Source: an optimization exercise on an open RTL-to-GDS flow (aim: small area, a short achievable clock period and few clock cycles per item). Production flows keep margins and buffers that such runs may drop. RTL that was checked went through simulation tests only; none was proved equivalent to the original. Power and IR drop assume default switching activity.

Setup of run a:
==> flow/design.v <==
`timescale 1ns/1ps
`default_nettype none
module ldl_solve_top (
    input  logic        clk,
    input  logic        rst,
    input  logic [7:0]  paddr,
    input  logic        psel,
    input  logic        penable,
    input  logic        pwrite,
    input  logic [31:0] pwdata,
    output logic [31:0] prdata,
    output logic        pready,
    output logic        pslverr,
    output logic        done
);
    logic [15:0] lw [0:15];
    logic [15:0] dw [0:3];
    logic [15:0] ww [0:3];
    logic [4:0] word;
    logic [4:0] wword_q;
    logic       wr_q;
    assign word = paddr[6:2];
    always_ff @(posedge clk) begin
        if (rst) begin
            wr_q <= 1'b0;
        end else begin
            wr_q <= psel && !penable && pwrite && !paddr[7];
        end
        wword_q <= word;
    end
    for (genvar k = 0; k < 16; k++) begin : g_l
        always_ff @(posedge clk) begin
            if (wr_q && wword_q == 5'(k)) lw[k] <= pwdata[15:0];
        end
    end
    for (genvar k = 0; k < 4; k++) begin : g_d
        always_ff @(posedge clk) begin
            if (wr_q && wword_q == 5'(16 + k)) dw[k] <= pwdata[15:0];
        end
    end
    logic        busy;
    logic        v2;
    logic [1:0]  dst2;
    logic [15:0] result;
    logic [15:0] rdata_q;
    logic        status_q;
    logic        err_q;
    logic [15:0] rd_word;
    always_comb begin
        rd_word = '0;
        if (!paddr[7]) begin
            if (word < 5'd16)      rd_word = lw[word[3:0]];
            else if (word < 5'd20) rd_word = dw[word[1:0]];
            else if (word < 5'd24) rd_word = ww[word[1:0]];
        end
    end
    logic rd_fwd;
    assign rd_fwd = v2 && paddr[7:4] == 4'b0101 && paddr[3:2] == dst2;
    always_ff @(posedge clk) begin
        rdata_q  <= rd_fwd ? result : rd_word;
        status_q <= (paddr == 8'h84);
        err_q    <= (paddr > 8'h84);
    end
    assign pready  = 1'b1;
    assign pslverr = err_q;
    assign prdata  = {16'h0, rdata_q[15:2],
                      status_q ? {done, busy} : rdata_q[1:0]};
    logic       ctrl_go;
    logic       go;
    logic       accept;
    logic       run;
    logic [3:0] step;
    logic [3:0] nxt;
    logic       last2;
    assign ctrl_go = pwrite && paddr == 8'h80 && pwdata[0] && !busy;
    assign go      = psel && ctrl_go && !run;
    assign accept  = psel && penable && ctrl_go;
    assign nxt     = run ? step + 4'd1 : {3'b000, go};
    always_ff @(posedge clk) begin
        if (rst) begin
            run   <= 1'b0;
            step  <= '0;
            v2    <= 1'b0;
            last2 <= 1'b0;
            busy  <= 1'b0;
            done  <= 1'b0;
        end else begin
            v2    <= go || run;
            last2 <= run && step == 4'd15;
            step  <= nxt;
            run   <= go || (run && step != 4'd15);
            if (accept) begin
                busy <= 1'b1;
                done <= 1'b0;
            end else if (last2) begin
                busy <= 1'b0;
                done <= 1'b1;
            end
        end
    end
    logic [3:0]  nrun;
    logic [15:0] a_op;
    logic [1:0]  src;
    logic [1:0]  dst;
    logic        acc;
    assign nrun = step + 4'd1;
    always_comb begin
        a_op = lw[4];
        src  = 2'd0;
        dst  = 2'd1;
        acc  = 1'b1;
        case (nrun)
            4'd0:  begin a_op = lw[4];  src = 2'd0; dst = 2'd1; acc = 1'b1; end
            4'd1:  begin a_op = lw[8];  src = 2'd0; dst = 2'd2; acc = 1'b1; end
            4'd2:  begin a_op = lw[9];  src = 2'd1; dst = 2'd2; acc = 1'b1; end
            4'd3:  begin a_op = lw[12]; src = 2'd0; dst = 2'd3; acc = 1'b1; end
            4'd4:  begin a_op = lw[14]; src = 2'd2; dst = 2'd3; acc = 1'b1; end
            4'd5:  begin a_op = lw[13]; src = 2'd1; dst = 2'd3; acc = 1'b1; end
            4'd6:  begin a_op = dw[0];  src = 2'd0; dst = 2'd0; acc = 1'b0; end
            4'd7:  begin a_op = dw[3];  src = 2'd3; dst = 2'd3; acc = 1'b0; end
            4'd8:  begin a_op = dw[2];  src = 2'd2; dst = 2'd2; acc = 1'b0; end
            4'd9:  begin a_op = lw[14]; src = 2'd3; dst = 2'd2; acc = 1'b1; end
            4'd10: begin a_op = dw[1];  src = 2'd1; dst = 2'd1; acc = 1'b0; end
            4'd11: begin a_op = lw[13]; src = 2'd3; dst = 2'd1; acc = 1'b1; end
            4'd12: begin a_op = lw[12]; src = 2'd3; dst = 2'd0; acc = 1'b1; end
            4'd13: begin a_op = lw[9];  src = 2'd2; dst = 2'd1; acc = 1'b1; end
            4'd14: begin a_op = lw[8];  src = 2'd2; dst = 2'd0; acc = 1'b1; end
            4'd15: begin a_op = lw[4];  src = 2'd1; dst = 2'd0; acc = 1'b1; end
            default: ;
        endcase
    end
    logic [23:0] bd_run;
    logic [23:0] bd_op0;
    logic [23:0] bd_op1;
    logic [15:0] l10_in;
    assign l10_in = (wr_q && wword_q == 5'd4) ? pwdata[15:0] : lw[4];
    booth_enc enc_run (.a(a_op),   .sub(acc),  .d(bd_run));
    booth_enc enc_op0 (.a(l10_in), .sub(1'b1), .d(bd_op0));
    booth_enc enc_op1 (.a(lw[8]),  .sub(1'b1), .d(bd_op1));
    logic [15:0] b_in;
    logic [1:0]  src_n;
    assign src_n = run ? src : 2'd0;
    always_comb begin
        b_in = ww[src_n];
        if (!run && wr_q && wword_q == 5'd20) b_in = pwdata[15:0];
        if (v2 && dst2 == src_n) b_in = result;
    end
    logic [7:0]  bneg_q;
    logic [7:0]  bone_q;
    logic [7:0]  btwo_q;
    logic [15:0] b_q;
    logic [1:0]  dst_q;
    logic        acc_q;
    always_ff @(posedge clk) begin
        {bneg_q, bone_q, btwo_q} <= run ? bd_run : go ? bd_op1 : bd_op0;
        b_q   <= b_in;
        dst_q <= run ? dst : go ? 2'd2 : 2'd1;
        acc_q <= run ? acc : 1'b1;
    end
    logic [15:0] pp [0:8];
    logic [15:0] sum_q;
    logic [15:0] cry_q;
    logic [15:0] sum_d;
    logic [15:0] cry_d;
    logic [3:0]  dsel2;
    for (genvar k = 0; k < 8; k++) begin : g_pp
        logic [15:0] b1;
        logic [15:0] b2;
        logic [15:0] m;
        assign b1 = b_q << (2 * k);
        assign b2 = b_q << (2 * k + 1);
        assign m  = ({16{bone_q[k]}} & b1) | ({16{btwo_q[k]}} & b2);
        assign pp[k] = (m ^ {16{bneg_q[k]}}) & (16'hffff << (2 * k));
    end
    assign pp[8] = {1'b0, bneg_q[7], 1'b0, bneg_q[6], 1'b0, bneg_q[5], 1'b0, bneg_q[4],
                    1'b0, bneg_q[3], 1'b0, bneg_q[2], 1'b0, bneg_q[1], 1'b0, bneg_q[0]};
    csa_tree9 tree_i (
        .pp0 (pp[0]), .pp1 (pp[1]), .pp2 (pp[2]), .pp3 (pp[3]),
        .pp4 (pp[4]), .pp5 (pp[5]), .pp6 (pp[6]), .pp7 (pp[7]),
        .pp8 (pp[8]),
        .s   (sum_d),
        .c   (cry_d)
    );
    always_ff @(posedge clk) begin
        sum_q <= sum_d;
        cry_q <= cry_d;
        dst2  <= dst_q;
        dsel2 <= acc_q ? (4'b0001 << dst_q) : 4'b0000;
    end
    logic [15:0] base;
    logic [15:0] t_s;
    logic [15:0] t_c;
    assign base = ({16{dsel2[0]}} & ww[0]) | ({16{dsel2[1]}} & ww[1]) |
                  ({16{dsel2[2]}} & ww[2]) | ({16{dsel2[3]}} & ww[3]);
    assign t_s  = base ^ sum_q ^ cry_q;
    assign t_c  = {(base[14:0] & sum_q[14:0]) | (base[14:0] & cry_q[14:0]) |
                   (sum_q[14:0] & cry_q[14:0]), 1'b0};
    assign result = t_s + t_c;
    for (genvar k = 0; k < 4; k++) begin : g_w
        always_ff @(posedge clk) begin
            if (v2 && dst2 == 2'(k)) begin
                ww[k] <= result;
            end else if (wr_q && wword_q == 5'(20 + k)) begin
                ww[k] <= pwdata[15:0];
            end
        end
    end
endmodule
module booth_enc (
    input  logic [15:0] a,
    input  logic        sub,
    output logic [23:0] d
);
    logic [16:0] ax;
    logic [7:0]  dn;
    logic [7:0]  d1;
    logic [7:0]  d2;
    assign ax = {a, 1'b0};
    always_comb begin
        for (int k = 0; k < 8; k++) begin
            dn[k] = (ax[2*k+2] && !(ax[2*k+1] && ax[2*k])) ^ sub;
            d1[k] = ax[2*k+1] ^ ax[2*k];
            d2[k] = (ax[2*k+2] && !ax[2*k+1] && !ax[2*k]) ||
                    (!ax[2*k+2] && ax[2*k+1] && ax[2*k]);
        end
    end
    assign d = {dn, d1, d2};
endmodule
module csa_tree9 (
    input  logic [15:0] pp0, pp1, pp2, pp3, pp4, pp5, pp6, pp7, pp8,
    output logic [15:0] s,
    output logic [15:0] c
);
    logic [15:0] a0s, a0c, a1s, a1c, a2s, a2c;
    csa16 l1a (.x(pp0), .y(pp1), .z(pp8), .s(a0s), .c(a0c));
    csa16 l1b (.x(pp2), .y(pp3), .z(pp4), .s(a1s), .c(a1c));
    csa16 l1c (.x(pp5), .y(pp6), .z(pp7), .s(a2s), .c(a2c));
    logic [15:0] b0s, b0c, b1s, b1c;
    csa16 l2a (.x(a0s), .y(a0c), .z(a1s), .s(b0s), .c(b0c));
    csa16 l2b (.x(a1c), .y(a2s), .z(a2c), .s(b1s), .c(b1c));
    logic [15:0] c0s, c0c;
    csa16 l3a (.x(b0s), .y(b0c), .z(b1s), .s(c0s), .c(c0c));
    csa16 l4a (.x(c0s), .y(c0c), .z(b1c), .s(s), .c(c));
endmodule
module csa16 (
    input  logic [15:0] x,
    input  logic [15:0] y,
    input  logic [15:0] z,
    output logic [15:0] s,
    output logic [15:0] c
);
    logic [15:0] m;
    assign s = x ^ y ^ z;
    assign m = (x & y) | (x & z) | (y & z);
    assign c = {m[14:0], 1'b0};
endmodule
`default_nettype wire
==> flow/config.mk <==
export PLATFORM = sky130hd
export DESIGN_NAME = ldl_solve_top
export DESIGN_NICKNAME = ldl_solve_top
export VERILOG_FILES = /design/flow/design.v
export SDC_FILE = /design/flow/constraint.sdc
export NUM_CORES = 4
export LEC_CHECK = 0
export CAP_MARGIN = 20
export CORE_MARGIN = 2
export CORE_UTILIZATION = 60
export SETUP_SLACK_MARGIN = 3.8
export SLEW_MARGIN = 20
==> flow/constraint.sdc <==
create_clock -name core_clock -period 7.0 [get_ports {clk}]
set_input_delay 1.4000 -clock core_clock [delete_from_list [all_inputs] [get_ports {clk}]]
set_output_delay 1.4000 -clock core_clock [all_outputs]
set_load 0.01 [all_outputs]
run.sh (not shown) runs the stock make flow with config.mk's settings and CLKGATE_MAP_FILE= SYNTH_SCRIPT=/design/flow/synth_recipe.tcl, a recipe that flattens the netlist after the stock synthesis.
What run b does differently from run a at the input level:
--- a/flow/design.v
+++ b/flow/design.v
@@ -128,16 +128,22 @@
             4'd15: begin a_op = lw[4];  src = 2'd1; dst = 2'd0; acc = 1'b1; end
             default: ;
         endcase
     end
-    logic [23:0] bd_run;
-    logic [23:0] bd_op0;
-    logic [23:0] bd_op1;
-    logic [15:0] l10_in;
-    assign l10_in = (wr_q && wword_q == 5'd4) ? pwdata[15:0] : lw[4];
-    booth_enc enc_run (.a(a_op),   .sub(acc),  .d(bd_run));
-    booth_enc enc_op0 (.a(l10_in), .sub(1'b1), .d(bd_op0));
-    booth_enc enc_op1 (.a(lw[8]),  .sub(1'b1), .d(bd_op1));
+    logic [15:0] a_in;
+    logic        sub_in;
+    logic [23:0] bd;
+    always_comb begin
+        a_in   = a_op;
+        sub_in = acc;
+        if (!run) begin
+            sub_in = 1'b1;
+            if (go)                             a_in = lw[8];
+            else if (wr_q && wword_q == 5'd4)   a_in = pwdata[15:0];
+            else                                a_in = lw[4];
+        end
+    end
+    booth_enc enc_i (.a(a_in), .sub(sub_in), .d(bd));
     logic [15:0] b_in;
     logic [1:0]  src_n;
     assign src_n = run ? src : 2'd0;
     always_comb begin
@@ -151,9 +157,9 @@
     logic [15:0] b_q;
     logic [1:0]  dst_q;
     logic        acc_q;
     always_ff @(posedge clk) begin
-        {bneg_q, bone_q, btwo_q} <= run ? bd_run : go ? bd_op1 : bd_op0;
+        {bneg_q, bone_q, btwo_q} <= bd;
         b_q   <= b_in;
         dst_q <= run ? dst : go ? 2'd2 : 2'd1;
         acc_q <= run ? acc : 1'b1;
     end
@@ -195,14 +201,14 @@
     assign t_s  = base ^ sum_q ^ cry_q;
     assign t_c  = {(base[14:0] & sum_q[14:0]) | (base[14:0] & cry_q[14:0]) |
                    (sum_q[14:0] & cry_q[14:0]), 1'b0};
     assign result = t_s + t_c;
+    logic [15:0] w_wdata;
+    assign w_wdata = v2 ? result : pwdata[15:0];
     for (genvar k = 0; k < 4; k++) begin : g_w
         always_ff @(posedge clk) begin
-            if (v2 && dst2 == 2'(k)) begin
-                ww[k] <= result;
-            end else if (wr_q && wword_q == 5'(20 + k)) begin
-                ww[k] <= pwdata[15:0];
+            if ((v2 && dst2 == 2'(k)) || (wr_q && wword_q == 5'(20 + k))) begin
+                ww[k] <= w_wdata;
             end
         end
     end
 endmodule
When run b is set beside run a, its net count reported at finish turns out to be about 10% smaller.
On total area of sequential cells, run a tracks run b almost exactly.
Per the comparison of run b with run a, minimum hold slack picked up an extra 0.017 ns; post-layout instance area went down by 1200 um2; clock share of power increased by 3.2 points relative to the old numbers; count of cell instances traversed by the critical path rose by 1; initial detailed-routing violation count now sits lower.
In summary, run b completed successfully, with a layout that passed the timing, design-rule and antenna checks.
Clock latency on the worst-skew pair essentially unchanged between run b and run a.
Run a → run b: final wirelength decreased by about 8% relative to the old numbers, proportion of power drawn by flip-flops and latches shows an increase of 4.0 points, normalized max-slew margin grew by 9.4 points.
Compared with run a, in run b setup slack after placement moved up, total met2 wirelength after detailed routing went down about 5%.
Testbench counts of run b, summed over its fixed seeds: cycles 2,856, solves 72.
For run a, only the layout was checked, not whether the RTL still works.

[afterwards: timing with drivers on the ports]
Ports are ideal in the flow. The routed layouts listed here were re-timed in OpenROAD.
Step 1 sets driving cells, clkbuf_16 on the clock port and buf_2 on the other inputs (assumed; they add their load-dependent delay and slew).
Step 2 times the ports against the registers' clock, not the clock port: input delays grow and output delays shrink by t, the midpoint of the rising clock arrivals with the driver on.
a / b / c = ideal ports / drivers / drivers and shift; a / b = the first two.
| run | shift t [ns] | setup WS [ns] | cell pins on the clock port's net |
|---|---|---|---|
| run a | 0.671 | 3.572 / 3.572 / 3.264 | 1 |
| run b | 0.657 | 3.323 / 3.323 / 3.132 | 1 |
After both steps setup and hold are still met in every run listed. For run a, which loses most, drivers alone change the setup slack by 0.000 ns; drivers and shift together by -0.308 ns.
